This design comes from an exercise in tuning for small area on the open sky130 flow, not from production work.
At most, simulation tests tie the RTL to the original design; equivalence was not proved.
Power figures rest on the tool's default switching activity, not on a simulated workload.

Design sound_top, start of the top module:
module sound_top (
	input  wire        clock,
	input  wire        reset,
	input  wire        ready,        
	input  wire [3:0]  game_state,
	input  wire        flash_busy,
	input  wire [7:0]  flash_data,
	output wire [22:0] flash_addr,
	output wire        flash_read,
	output logic       loaded,
	output logic [7:0] to_ac97_data
);
	localparam logic [3:0] GS_IDLE = 4'd0, GS_POP = 4'd4, GS_MISSED = 4'd9, GS_WHACKED = 4'd10;
	logic [3:0] k;         
	logic       rd;        
	logic       waiting;   
	logic [7:0] clip_mem [0:11];
	logic       ld_last;    
	logic       ld_done;    
	logic       arrive;     
	logic [2:0] ld_region;
	logic [3:0] ld_low;
	assign ld_last = (k == 4'd3) || (k == 4'd8) || (k == 4'd11);
	assign ld_done = (k == 4'd12);
	assign arrive  = !loaded && waiting && !flash_busy;
	always_comb begin
		if (k < 4'd4) begin
			ld_region = 3'd2; ld_low = k;
		end else if (k < 4'd9) begin
			ld_region = 3'd3; ld_low = k - 4'd4;
		end else begin
			ld_region = 3'd4; ld_low = k - 4'd9;
		end
	end
	assign flash_read = rd;
	assign flash_addr = {12'd0, loaded ? 3'd1 : ld_region, 4'd0, loaded ? k : ld_low};
	always_ff @(posedge clock)
		if (!reset && arrive)
			clip_mem[k] <= flash_data;
	logic [3:0] prev_state;
	logic [3:0] clip_addr;
	logic [3:0] clip_ra;       
	logic       clip_done;
	logic [7:0] fir_x;
	logic [3:0] clip_first, clip_last;
	logic       is_effect, entering, leaving_idle, stall, idle, advance;
	logic [7:0] clip_byte;     
	logic [7:0] mix;           
	logic [8:0] mix_c;
	always_comb begin
		is_effect  = 1'b1;
		clip_first = 4'd0;
		clip_last  = 4'd3;
		case (game_state)
			GS_POP: ;
			GS_MISSED:  begin clip_first = 4'd4; clip_last = 4'd8;  end
			GS_WHACKED: begin clip_first = 4'd9; clip_last = 4'd11; end
			default: is_effect = 1'b0;
		endcase
	end
	assign idle         = (game_state == GS_IDLE);
	assign entering     = is_effect && (game_state != prev_state);
	assign leaving_idle = !idle && (prev_state == GS_IDLE);
	assign stall        = flash_busy || rd || leaving_idle;
	assign advance      = ready && !stall;
	always_ff @(posedge clock) begin
		clip_ra <= clip_addr;
		if (reset) begin
  ...
make LEC_CHECK=0 CAP_MARGIN=20 CORE_MARGIN=2 CORE_UTILIZATION=40 CTS_BUF_LIST=sky130_fd_sc_hd__clkbuf_4 CTS_CLUSTER_SIZE=12 SLEW_MARGIN=20 SYNTH_HIERARCHICAL=1 finish   # period 10.0 ns
run.sh (not shown) runs the stock make flow with config.mk's settings and CLKGATE_MAP_FILE= SYNTH_SCRIPT=/design/flow/synth_recipe.tcl, a recipe that flattens the netlist after the stock synthesis.
==> next run, changes <==
--- a/flow/config.mk
+++ b/flow/config.mk
@@ -9,6 +9,5 @@
 export CORE_MARGIN = 2
 export CORE_UTILIZATION = 40
-export CTS_BUF_LIST = sky130_fd_sc_hd__clkbuf_4
-export CTS_CLUSTER_SIZE = 12
+export CTS_BUF_LIST = sky130_fd_sc_hd__clkbuf_8
 export SLEW_MARGIN = 20
 export SYNTH_HIERARCHICAL = 1
Result: The changed run produced a clean layout; global-route usage barely changes; non-clock buffer count does not change; cell area went up by about 0.36%; wire length went down by 0.37%; setup slack gains 0.023 ns.

* * *

== run A ==
sound_top, a different RTL version from the one above (not shown whole).
Size: about 990 cells after synthesis, roughly 49 I/O pins, about 14,000 sq um of cells after synthesis.
export LEC_CHECK = 0
export CAP_MARGIN = 20
export CORE_MARGIN = 2
export CORE_UTILIZATION = 60
export CTS_CLUSTER_DIAMETER = 120
export CTS_CLUSTER_SIZE = 30
export PLACE_DENSITY = 0.75
export SLEW_MARGIN = 20
export SYNTH_HIERARCHICAL = 1
create_clock -name core_clock -period 10.0 [get_ports {clock}]
standard.sh (not shown) runs the stock make flow with config.mk's settings and CLKGATE_MAP_FILE= SYNTH_SCRIPT=/design/flow/synth_recipe.tcl, a recipe that flattens the netlist after the stock synthesis.
==> flow/flow/run.sh <==
#!/bin/bash
# Own flow: the standard layout (standard.sh, unchanged synthesis) with
# - the port buffers made from the smallest buffer cell (buf_1),
# - clock tree synthesis with fixed sink clusters, no dummy balancing loads
#   and clkbuf_8 for the root and inner tree buffers,
# - one tie cell for all the constant outputs (no per-load tie repair).
# make's output goes to flow_make.log; ORFS keeps each step's log under orfs/logs.
set -euo pipefail
bash standard.sh \
	BUFFER_PORTS_ARGS="-buffer_cell sky130_fd_sc_hd__buf_1" \
	CTS_ARGS="-sink_clustering_enable -repair_clock_nets -sink_clustering_size 30 -sink_clustering_max_diameter 120 -dont_use_dummy_load -root_buf sky130_fd_sc_hd__clkbuf_4 -tree_buf sky130_fd_sc_hd__clkbuf_4" \
	SKIP_REPAIR_TIE_FANOUT=1 \
	finish > flow_make.log 2>&1
For run B, these inputs were changed with respect to run A:
--- a/flow/flow/run.sh
+++ b/flow/flow/run.sh
@@ -10,3 +10,3 @@
 	BUFFER_PORTS_ARGS="-buffer_cell sky130_fd_sc_hd__buf_1" \
-	CTS_ARGS="-sink_clustering_enable -repair_clock_nets -sink_clustering_size 30 -sink_clustering_max_diameter 120 -dont_use_dummy_load -root_buf sky130_fd_sc_hd__clkbuf_4 -tree_buf sky130_fd_sc_hd__clkbuf_4" \
+	CTS_ARGS="-sink_clustering_enable -repair_clock_nets -sink_clustering_size 30 -sink_clustering_max_diameter 120 -dont_use_dummy_load -root_buf sky130_fd_sc_hd__clkbuf_8 -tree_buf sky130_fd_sc_hd__clkbuf_8" \
 	SKIP_REPAIR_TIE_FANOUT=1 \
--- a/flow/config.mk
+++ b/flow/config.mk
@@ -9,6 +9,6 @@
 export CORE_MARGIN = 2
-export CORE_UTILIZATION = 60
+export CORE_UTILIZATION = 55
 export CTS_CLUSTER_DIAMETER = 120
 export CTS_CLUSTER_SIZE = 30
-export PLACE_DENSITY = 0.75
+export PLACE_DENSITY = 0.65
 export SLEW_MARGIN = 20
--- outcome ---
- The flow did not stop early for run B: all stages ran, and the layout cleared the timing, DRC and antenna checks.
- Re count of clock buffers in the final design: no difference whatsoever between run A and run B.
- Diff run A -> run B: final area climbed about 0.45%; die area now sits higher; number of rows in the core area +about 5.5%.
- In terms of largest stage delay on the critical path, run A and run B differ only marginally.
- NOTE post-layout instance count excluding filler cells run A->run B increased by a few percent
### run B -> run C
==> flow/flow/run.sh <==
#!/bin/bash
# Own flow: the standard layout (standard.sh, unchanged synthesis) with the
# port buffers made from the smallest buffer cell, and clock tree synthesis
# without dummy balancing loads.
set -euo pipefail
bash standard.sh \
	BUFFER_PORTS_ARGS="-buffer_cell sky130_fd_sc_hd__buf_1" \
	CTS_ARGS="-sink_clustering_enable -repair_clock_nets -sink_clustering_size 30 -sink_clustering_max_diameter 120 -dont_use_dummy_load -root_buf sky130_fd_sc_hd__clkbuf_8 -tree_buf sky130_fd_sc_hd__clkbuf_8" \
	SKIP_REPAIR_TIE_FANOUT=1 \
	finish > flow_make.log 2>&1
--- a/flow/config.mk
+++ b/flow/config.mk
@@ -9,6 +9,6 @@
 export CORE_MARGIN = 2
-export CORE_UTILIZATION = 55
+export CORE_UTILIZATION = 60
 export CTS_CLUSTER_DIAMETER = 120
 export CTS_CLUSTER_SIZE = 30
-export PLACE_DENSITY = 0.65
+export PLACE_DENSITY = 0.75
 export SLEW_MARGIN = 20
Clock latency at the later pin of the worst-skew pair up 0.02 ns in run C wrt run B
On total power, run B and run C are neck and neck.
Per the comparison of run C with run B, worst hold slack moved up, global-route wire length before repair moved down.
The setup slack of run C is larger than that of run B.
Utilization (lower): run B
Run B and run C ended up with roughly the same sequential cell count.

* * *

Setup of job 5029:
sound_top again, from the RTL that the note above started with.
export LEC_CHECK = 0
export CAP_MARGIN = 20
export CORE_MARGIN = 2
export CORE_UTILIZATION = 60
export CTS_CLUSTER_DIAMETER = 120
export CTS_CLUSTER_SIZE = 30
export PLACE_DENSITY = 0.75
export SLEW_MARGIN = 20
export SYNTH_HIERARCHICAL = 1
create_clock -name core_clock -period 10.0 [get_ports {clock}]
==> flow/flow/run.sh <==
#!/bin/bash
# Own flow: the standard layout (standard.sh, unchanged synthesis) with
# - the port buffers made from the smallest buffer cell (buf_1),
# - clock tree synthesis with fixed sink clusters, no dummy balancing loads
#   and clkbuf_4 for the root and inner tree buffers,
# - one tie cell for all the constant outputs (no per-load tie repair).
# make's output goes to flow_make.log; ORFS keeps each step's log under orfs/logs.
set -euo pipefail
bash standard.sh \
	BUFFER_PORTS_ARGS="-buffer_cell sky130_fd_sc_hd__buf_1" \
	CTS_ARGS="-sink_clustering_enable -repair_clock_nets -sink_clustering_size 30 -sink_clustering_max_diameter 120 -dont_use_dummy_load -root_buf sky130_fd_sc_hd__clkbuf_4 -tree_buf sky130_fd_sc_hd__clkbuf_4" \
	SKIP_REPAIR_TIE_FANOUT=1 \
	finish > flow_make.log 2>&1
Edits applied to the flow inputs when going from job 5029 to job 9199:
==> flow/flow/run.sh <==
#!/bin/bash
# Own flow: the standard layout (standard.sh, unchanged synthesis) with the
# port buffers made from the smallest buffer cell, and clock tree synthesis
# without dummy balancing loads.
set -euo pipefail
bash standard.sh \
	BUFFER_PORTS_ARGS="-buffer_cell sky130_fd_sc_hd__buf_1" \
	CTS_ARGS="-sink_clustering_enable -repair_clock_nets -sink_clustering_size 30 -sink_clustering_max_diameter 120 -dont_use_dummy_load" \
	finish > flow_make.log 2>&1
Notes after the runs:
In job 9199, wire length is lower than in job 5029. Register-to-register slack ended up 170 ps lower on job 9199 than on job 5029. From job 5029 to job 9199, buffer count from post-CTS setup fixing did not move at all. Row final worst hold slack: job 9199 higher / job 5029 lower. Of job 9199 and job 5029, it is job 9199 that has the lower flip-flop and latch share of the layout cell area. The lower shortest clock period the worst path allows after layout came out of job 5029. Looking only at number of antenna violations at the first check in global routing, and setting everything else aside, the higher value of job 9199 and job 5029 goes to job 5029.
[inputs] job 4084 vs job 9199
Settings: changing CORE_UTILIZATION from 60 to 55; changing PLACE_DENSITY from 0.75 to 0.65.
==> flow/flow/run.sh <==
#!/bin/bash
# Own flow: the standard layout (standard.sh, unchanged synthesis) with
# - the port buffers made from the smallest buffer cell (buf_1),
# - clock tree synthesis with fixed sink clusters, no dummy balancing loads
#   and clkbuf_4 for the root and inner tree buffers,
# - one tie cell for all the constant outputs (no per-load tie repair).
# make's output goes to flow_make.log; ORFS keeps each step's log under orfs/logs.
set -euo pipefail
bash standard.sh \
	BUFFER_PORTS_ARGS="-buffer_cell sky130_fd_sc_hd__buf_1" \
	CTS_ARGS="-sink_clustering_enable -repair_clock_nets -sink_clustering_size 30 -sink_clustering_max_diameter 120 -dont_use_dummy_load -root_buf sky130_fd_sc_hd__clkbuf_4 -tree_buf sky130_fd_sc_hd__clkbuf_4" \
	SKIP_REPAIR_TIE_FANOUT=1 \
	finish > flow_make.log 2>&1
- Job 4084 — highest cell delay on the worst timing path 30 ps lower, job 9199 as reference
- Leakage component of the power went down slightly going from job 9199 to job 4084.
- | number of ports placed on the die boundary | job 4084 vs job 9199 | ≈ equal |
- Job 9199 → job 4084: total power of the final layout down 1.9%, part of the power in combinational logic saw a decrease.
Input-level comparison between job 4396 and job 4084:
Settings: swapping 55 for 60 in CORE_UTILIZATION; swapping 0.65 for 0.75 in PLACE_DENSITY.
==> flow/flow/run.sh <==
#!/bin/bash
# Own flow: the standard layout (standard.sh, unchanged synthesis) with the
# port buffers made from the smallest buffer cell, and clock tree synthesis
# without dummy balancing loads.
set -euo pipefail
bash standard.sh \
	BUFFER_PORTS_ARGS="-buffer_cell sky130_fd_sc_hd__buf_1" \
	CTS_ARGS="-sink_clustering_enable -repair_clock_nets -sink_clustering_size 30 -sink_clustering_max_diameter 120 -dont_use_dummy_load -root_buf sky130_fd_sc_hd__clkbuf_8 -tree_buf sky130_fd_sc_hd__clkbuf_8" \
	finish > flow_make.log 2>&1
## What came out
Side by side, worst slack on hold paths turned out higher in job 4396 than in job 4084. Job 4396 vs. job 4084: met3 routing resource usage after global routing level, number of combinational gates with multiple inputs moved up, cell area level, stage delay of the slowest cell on the critical path moved up. Job 4396 -> job 4084: area fraction in compound gates after synthesis flat. Comparing count of fill cells added during filler insertion for job 4396 and job 4084, the smaller number came from job 4396. Job 4396 vs. job 4084: clock skew went up by 24 ps. The met3 layer wire length in the routed design of job 4396 is higher than that of job 4084. Measured against each other, job 4396 and job 4084 differ in cell-internal power, the lower figure coming from job 4084.

* * *

Another version of the RTL of sound_top (not shown whole).
For scale: ~1100 cells after synthesis, roughly 49 I/O pins, about 14000 µm² of cells after synthesis.
Settings: LEC_CHECK=0, CAP_MARGIN=20, CORE_MARGIN=2, CORE_UTILIZATION=40, CTS_CLUSTER_DIAMETER=120, CTS_CLUSTER_SIZE=30, SLEW_MARGIN=20, SYNTH_HIERARCHICAL=1; clock period 10.0 ns.
==> flow/flow/run.sh <==
#!/bin/bash
# Own flow: the standard layout (standard.sh, unchanged synthesis) with the
# port buffers made from the smallest buffer cell.
set -euo pipefail
bash standard.sh \
	BUFFER_PORTS_ARGS="-buffer_cell sky130_fd_sc_hd__buf_1" \
	finish > flow_make.log 2>&1
Then changed:
Settings changed: ABC_AREA from default to 1.
=>
- power is higher by 3.3%
- clock-buffer cell count went up by 3
- design area fell by 0.62%
- routed wire length fell by 1.2%
- worst setup slack gains 590 ps
No run of this note included a check of the RTL's function; only the layout flow was run.

* * *

05-14:
Another version of the RTL of sound_top (not shown whole).
Size in the first run: ~990 cells after synthesis, roughly 49 I/O pins.
Settings: LEC_CHECK=0, CAP_MARGIN=20, CORE_MARGIN=2, CORE_UTILIZATION=60, CTS_CLUSTER_DIAMETER=120, CTS_CLUSTER_SIZE=30, PLACE_DENSITY=0.75, SLEW_MARGIN=20, SYNTH_HIERARCHICAL=1; clock period 10.0 ns.
==> flow/flow/run.sh <==
#!/bin/bash
# Own flow: the standard layout (standard.sh, unchanged synthesis) with the
# port buffers made from the smallest buffer cell, and clock tree synthesis
# without dummy balancing loads.
set -euo pipefail
bash standard.sh \
	BUFFER_PORTS_ARGS="-buffer_cell sky130_fd_sc_hd__buf_1" \
	CTS_ARGS="-sink_clustering_enable -repair_clock_nets -sink_clustering_size 30 -sink_clustering_max_diameter 120 -dont_use_dummy_load" \
	finish > flow_make.log 2>&1
Here is what was changed in the inputs of 09-25 compared with 05-14.
==> flow/flow/run.sh <==
#!/bin/bash
# Own flow: the standard layout (standard.sh, unchanged synthesis) with the
# port buffers made from the smallest buffer cell.
set -euo pipefail
bash standard.sh \
	BUFFER_PORTS_ARGS="-buffer_cell sky130_fd_sc_hd__buf_1" \
	finish > flow_make.log 2>&1
[summary]
Summary of 09-25 over 05-14: power picked up an extra 0.75%, total routed wire length on the met1 layer moved up, post-layout utilization of the core was more or less identical, first-iteration DRC count moved up.
From 05-14 to 09-25 the numbers moved as follows: via count comparable; final critical-path setup slack increased by 0.0066 ns relative to the old numbers.
The met2 wire length of 09-25 exceeds that of 05-14 by 0.41%.

* * *

oak:
sound_top with an RTL version that a note above also has.
Size in the first run: roughly 1000 cells after synthesis, about 430 flip-flops, roughly 49 I/O pins, roughly 0.015 mm² of cells after synthesis.
Settings: LEC_CHECK=0, CAP_MARGIN=20, CORE_MARGIN=2, CORE_UTILIZATION=40, CTS_CLUSTER_DIAMETER=120, CTS_CLUSTER_SIZE=30, SLEW_MARGIN=20, SYNTH_HIERARCHICAL=1; clock period 10.0 ns.
run.sh (not shown) runs the stock make flow with config.mk's settings and CLKGATE_MAP_FILE= SYNTH_SCRIPT=/design/flow/synth_recipe.tcl, a recipe that flattens the netlist after the stock synthesis.
Stock flow here: none of the scripts above is used.
oak reached the final stage; the timing, DRC and antenna checks on its layout passed.
[inputs] pine vs oak
Settings: clearing CTS_CLUSTER_SIZE, which used to be 30; clearing CTS_CLUSTER_DIAMETER, which used to be 120.
## What came out
STATUS routed wire length: pine loses against oak
Switching portion of total power: pine < oak
Per the final summary, pine finished and its layout is clean on timing, DRC and antenna.
Sequential share of cell area in pine vs oak: down 3.2 points
Delta(length of routed wiring on met1, pine - oak) > 0

afterwards: timing with drivers on the ports:
How much do the figures lean on ideal ports? The routed layouts below were timed once more, with nothing changed but the port constraints.
Step 1, drivers: a clkbuf_16 drives clock and a buf_2 each remaining input, both assumed.
Step 2 also shifts input and output timing later by t, the mid clock arrival at the registers, as if the neighbouring blocks saw the same clock.
a / b / c = ideal / step 1 / step 2; a / b = the first two.
run	t (ns)	setup WS [ns]	worst setup path at the end	clock arrival spread, ns
the first run of note 1	0.768	1.893 / 1.893 / 1.893	register to register	0.053 / 0.053
the second run of note 1	0.634	1.916 / 1.917 / 1.917	register to register	0.026 / 0.026
run A	0.756	2.207 / 2.207 / 2.207	register to register	0.074 / 0.074
run B	0.590	2.154 / 2.154 / 2.154	register to register	0.096 / 0.096
run C	0.597	2.215 / 2.215 / 2.215	register to register	0.072 / 0.071
job 5029	0.756	2.207 / 2.207 / 2.207	register to register	0.074 / 0.074
job 9199	0.525	2.038 / 2.038 / 2.038	register to register	0.086 / 0.086
job 4084	0.740	2.127 / 2.127 / 2.127	register to register	0.114 / 0.114
job 4396	0.579	2.038 / 2.038 / 2.038	register to register	0.099 / 0.099
the first run of note 4	0.570	1.998 / 1.998 / 1.998	register to register	0.031 / 0.031
the second run of note 4	0.569	2.587 / 2.587 / 2.587	register to register	0.043 / 0.044
05-14	0.551	1.985 / 1.985 / 1.985	register to register	0.023 / 0.023
09-25	0.562	1.992 / 1.992 / 1.992	register to register	0.022 / 0.023
oak	0.569	1.910 / 1.910 / 1.910	register to register	0.023 / 0.023
pine	0.598	1.971 / 1.971 / 1.971	register to register	0.017 / 0.016
After both steps every run listed still meets setup and hold.
